What follows belongs to an exercise in optimizing a design on an open flow for small area, a short achievable clock period and few clock cycles per item; a production flow would make more cautious choices.
In this exercise RTL edits were held to simulation tests only and were not proved equivalent to the original.
Power is estimated from default activity; no workload was simulated.

## covariance_accumulator
module covariance_accumulator
#(
   parameter int DATA_W = 16,
   parameter int LOG2_N = 2
) (
   input  logic              clk,
   input  logic              rst,
   input  logic              start,
   input  logic              in_valid,
   output logic              in_ready,
   input  logic [DATA_W-1:0] x_in,
   input  logic [DATA_W-1:0] y_in,
   output logic              bram_ena,
   output logic              bram_wea,
   output logic [1:0]        bram_addra,
   output logic [31:0]       bram_dina,
   output logic              busy,
   output logic              done
);
   localparam int ACC_W = pca_pkg::ACC_W;
   localparam int SQ_W  = ACC_W - 1;      
   logic       rdy_q, busy_q, ena_q, done_q;
   logic [1:0] cnt_q;                     
   logic [2:0] ph_q;                      
   logic [1:0] addr_q;
   logic [15:0]     xq, yq;               
   logic [7:0]      one_q, two_q, neg_q;  
   logic            first_q;              
   logic [SQ_W-1:0] xx_s, xx_c, yy_s, yy_c;
   logic [ACC_W-1:0] xy_s, xy_c;
   logic [SQ_W-1:0] xx_s_d, xx_c_d, yy_s_d, yy_c_d;
   logic [ACC_W-1:0] xy_s_d, xy_c_d;
   logic [31:0]     dina_q;
  ...
==> flow/config.mk <==
export PLATFORM = sky130hd
export DESIGN_NAME = covariance_accumulator
export DESIGN_NICKNAME = covariance_accumulator
export VERILOG_FILES = /design/flow/design.v
export SDC_FILE = /design/flow/constraint.sdc
export NUM_CORES = 4
export LEC_CHECK = 0
export ABC_AREA = 1
export CAP_MARGIN = 20
export CORE_MARGIN = 2
export CORE_UTILIZATION = 40
export SETUP_SLACK_MARGIN = 5
export SLEW_MARGIN = 20
==> flow/constraint.sdc <==
create_clock -name core_clock -period 8.5 [get_ports {clk}]
set_input_delay 1.7000 -clock core_clock [delete_from_list [all_inputs] [get_ports {clk}]]
set_output_delay 1.7000 -clock core_clock [all_outputs]
set_load 0.01 [all_outputs]
standard.sh (not shown) runs the stock make flow with config.mk's settings and CLKGATE_MAP_FILE= SYNTH_SCRIPT=/design/flow/synth_recipe.tcl, a recipe that flattens the netlist after the stock synthesis.
==> flow/flow/run.sh <==
#!/bin/bash
# The standard layout, except that synthesis leaves the adder trees to ABC
# instead of mapping them onto full-adder cells (ADDER_MAP_FILE empty), and
# timing repair aims at a tighter period than the design's clock. The clock,
# constraints, registers and the rest of the flow are the standard ones.
set -euo pipefail
bash standard.sh ADDER_MAP_FILE= SETUP_SLACK_MARGIN=5.65 finish > flow_make.log 2>&1
The baseline produced a clean layout.
Testbench counts at the start, summed over its fixed seeds: cycles 5,128, windows 512.
Then changed:
--- a/flow/flow/run.sh
+++ b/flow/flow/run.sh
@@ -7 +7 @@
-bash standard.sh ADDER_MAP_FILE= SETUP_SLACK_MARGIN=5.65 finish > flow_make.log 2>&1
+bash standard.sh ADDER_MAP_FILE= SETUP_SLACK_MARGIN=5.5 finish > flow_make.log 2>&1
--- a/flow/config.mk
+++ b/flow/config.mk
@@ -11 +11 @@
-export CORE_UTILIZATION = 40
+export CORE_UTILIZATION = 55
What happened: The new run finished with timing, DRC and antenna clean; global-route usage goes up by 9.5 points; sequential power barely changes; flip-flop and latch count does not change; synthesized area does not change; routed wire length drops by 3.1%; hold slack gets better by 0.0054 ns.
Then changed:
--- a/flow/flow/run.sh
+++ b/flow/flow/run.sh
@@ -7 +7 @@
-bash standard.sh ADDER_MAP_FILE= SETUP_SLACK_MARGIN=5.5 finish > flow_make.log 2>&1
+bash standard.sh ADDER_MAP_FILE= SETUP_SLACK_MARGIN=5.65 finish > flow_make.log 2>&1
--- a/flow/config.mk
+++ b/flow/config.mk
@@ -11 +11 @@
-export CORE_UTILIZATION = 55
+export CORE_UTILIZATION = 50
What happened: Clock-buffer cell count shrinks by 5. Utilization goes down by 5.2 points. Via count goes down by 1.2%. Sequential share of layout area fell by 0.23 points. Clock power is higher by about 4%. Worst setup slack is better by 0.14 ns. Critical path depth is unchanged. Clock skew is about the same.
Then changed:
--- a/flow/config.mk
+++ b/flow/config.mk
@@ -8 +7,0 @@
-export ABC_AREA = 1
@@ -11 +10 @@
-export CORE_UTILIZATION = 50
+export CORE_UTILIZATION = 40
Result: The changed run went through all stages and came out clean. Clock-buffer cell count came out lower by 4. Flip-flop and latch count stays the same. Total power came out higher by a few percent. Sequential share of layout area came out higher by 0.53 points. Sequential power came out higher by a little under a tenth. Routed wire length came out lower by about a fifth. Design area came out lower slightly. Synthesized area came out lower by roughly a tenth.
Then changed:
--- a/flow/config.mk
+++ b/flow/config.mk
@@ -8 +8,2 @@
-export CAP_MARGIN = 20
+export ABC_AREA = 1
+export CAP_MARGIN = 5
@@ -12 +13 @@
-export SLEW_MARGIN = 20
+export SLEW_MARGIN = 5
=> Clock-buffer cell count came out higher by 3. Synthesized cell count came out higher by 65%. Clock power grows by about 8%. Synthesized area came out higher by 14%. Worst hold slack got worse by 0.049 ns. Combinational power went down by 7.9%. Non-clock buffer count decreases by 181. Global-route usage came out higher by 2.9 points. Design area is higher by 1.3%.
Then changed:
--- a/flow/config.mk
+++ b/flow/config.mk
@@ -9 +9 @@
-export CAP_MARGIN = 5
+export CAP_MARGIN = 20
@@ -13 +13,2 @@
-export SLEW_MARGIN = 5
+export SLEW_MARGIN = 20
+export TNS_END_PERCENT = 0
=>
- via count drops slightly
- first-iteration DRC count climbs slightly
- combinational power shrinks slightly

---

Another version of the RTL of covariance_accumulator (not shown whole).
For scale: about 3400 cells after synthesis, ~290 flip-flops, roughly 75 I/O pins.
export LEC_CHECK = 0
export CAP_MARGIN = 20
export CORE_MARGIN = 2
export CORE_UTILIZATION = 40
export SETUP_SLACK_MARGIN = 5
export SLEW_MARGIN = 20
create_clock -name core_clock -period 8.5 [get_ports {clk}]
==> flow/flow/run.sh <==
#!/bin/bash
# The standard layout, except that synthesis leaves the adder trees to ABC
# instead of mapping them onto full-adder cells (ADDER_MAP_FILE empty), and
# timing repair aims at a tighter period than the design's clock. The clock,
# constraints, registers and the rest of the flow are the standard ones.
set -euo pipefail
bash standard.sh ADDER_MAP_FILE= SETUP_SLACK_MARGIN=5.0 finish > flow_make.log 2>&1
Testbench counts at the start, summed over its fixed seeds: cycles 5,128, windows 512.
Rerun with:
==> flow/run.sh (new file) <==
#!/bin/bash
# synth_recipe.tcl (not shown) runs the flow's synth.tcl, then flattens the netlist and writes it again
# the make line also repeats each setting of config.mk as NAME=value (left out here)
make -C /OpenROAD-flow-scripts/flow DESIGN_CONFIG=/design/flow/config.mk WORK_HOME=/design/flow/orfs CLKGATE_MAP_FILE= SYNTH_SCRIPT=/design/flow/synth_recipe.tcl finish
Settings changed: SETUP_SLACK_MARGIN 5 to 4.8.
removed: flow/flow/run.sh
removed: flow/standard.sh
Result: Synthesized area falls by 6.6%. Total power drops by 23%. Maximum frequency falls by 6.6%. Global-route usage is lower by 1.9 points. Register-to-register slack degrades by 0.24 ns. Count of clock-buffer cells in the layout went up by 6. Routed wire length drops by 18%. Worst hold slack is better by 0.014 ns. Clock skew came out higher by 0.016 ns. Via count is lower by 23%. Cell area came out lower by 6.0%.
Rerun with:
Settings changed: CTS_CLUSTER_DIAMETER from default to 50, CTS_CLUSTER_SIZE from default to 20, SETUP_SLACK_MARGIN 4.8 to 5.
Register-to-register slack is better by 0.18 ns.
First-iteration DRC count went up by about 6.4%.
Critical path depth increases by 2.
Rerun with:
Settings changed: CORE_UTILIZATION 40 to 60, CTS_CLUSTER_DIAMETER 50 to default, CTS_CLUSTER_SIZE 20 to default.
The changed run ran to the end with no violations.
Worst setup slack is worse by 0.016 ns.
Cell count decreases by a little under a tenth.
Final area decreases slightly.
Non-clock buffer count increases by 5.
Maximum frequency decreases slightly.
Wire length increases slightly.
Global-route usage increases by 11 points.
Rerun with:
Settings changed: CORE_UTILIZATION 60 to 40, CTS_BUF_LIST from default to sky130_fd_sc_hd__clkbuf_4 sky130_fd_sc_hd__clkbuf_8.
Outcome:
- The new run ran to the end with no violations
- area after synthesis stays the same
- non-clock buffer count is higher by 2
- via count came out lower by 2.4%
- design area rose by 1.7%
- total power came out lower by 1.1%
- worst setup slack improves by 0.014 ns
- count of clock-buffer cells in the layout goes up by 29
- hold slack stays flat
- sequential cell count does not change

separate check: timing with driven ports:
In the flow no input, the clock included, has a driving cell. The finished layouts below were timed again as built, in two steps. Step 1, drivers: a clkbuf_16 drives clk and a buf_2 each remaining input, both assumed. Step 2 also shifts input and output timing later by t, the mid clock arrival at the registers, as if the neighbouring blocks saw the same clock. Three values: no drivers, after step 1, after step 2; two values: the first two.
run	t (ns)	slack for setup (ns)	worst hold slack (ns)	clock arrival spread, ns	slew at the worst register clock pin (ns)
the first run of note 1	0.653	5.686 / 5.622 / 5.280	0.419 / 0.419 / 0.419	0.032 / 0.032	0.06 / 0.06
the second run of note 1	0.653	5.540 / 5.476 / 5.251	0.424 / 0.424 / 0.424	0.026 / 0.027	0.07 / 0.07
the third run of note 1	0.652	5.680 / 5.613 / 5.287	0.418 / 0.418 / 0.418	0.024 / 0.024	0.06 / 0.06
the fourth run of note 1	0.618	5.077 / 5.077 / 5.077	0.468 / 0.468 / 0.468	0.033 / 0.034	0.07 / 0.07
the fifth run of note 1	0.653	5.686 / 5.622 / 5.280	0.419 / 0.419 / 0.419	0.032 / 0.032	0.06 / 0.06
the sixth run of note 1	0.649	5.404 / 5.340 / 5.201	0.418 / 0.418 / 0.418	0.032 / 0.033	0.06 / 0.06
the first run of note 2	0.632	5.139 / 5.139 / 4.716	0.464 / 0.464 / 0.464	0.020 / 0.020	0.07 / 0.07
the second run of note 2	0.605	4.900 / 4.900 / 4.900	0.478 / 0.478 / 0.478	0.037 / 0.037	0.06 / 0.06
the third run of note 2	0.614	5.077 / 5.077 / 5.023	0.472 / 0.472 / 0.472	0.032 / 0.032	0.07 / 0.07
the fourth run of note 2	0.611	5.061 / 5.061 / 5.039	0.478 / 0.478 / 0.478	0.017 / 0.017	0.06 / 0.06
the fifth run of note 2	0.705	5.075 / 5.075 / 5.029	0.475 / 0.475 / 0.475	0.042 / 0.042	0.07 / 0.07
After both steps every run listed still meets setup and hold. The setup slack of the first run of note 2, which loses most, moves by 0.000 ns with the drivers and by -0.423 ns with both steps.
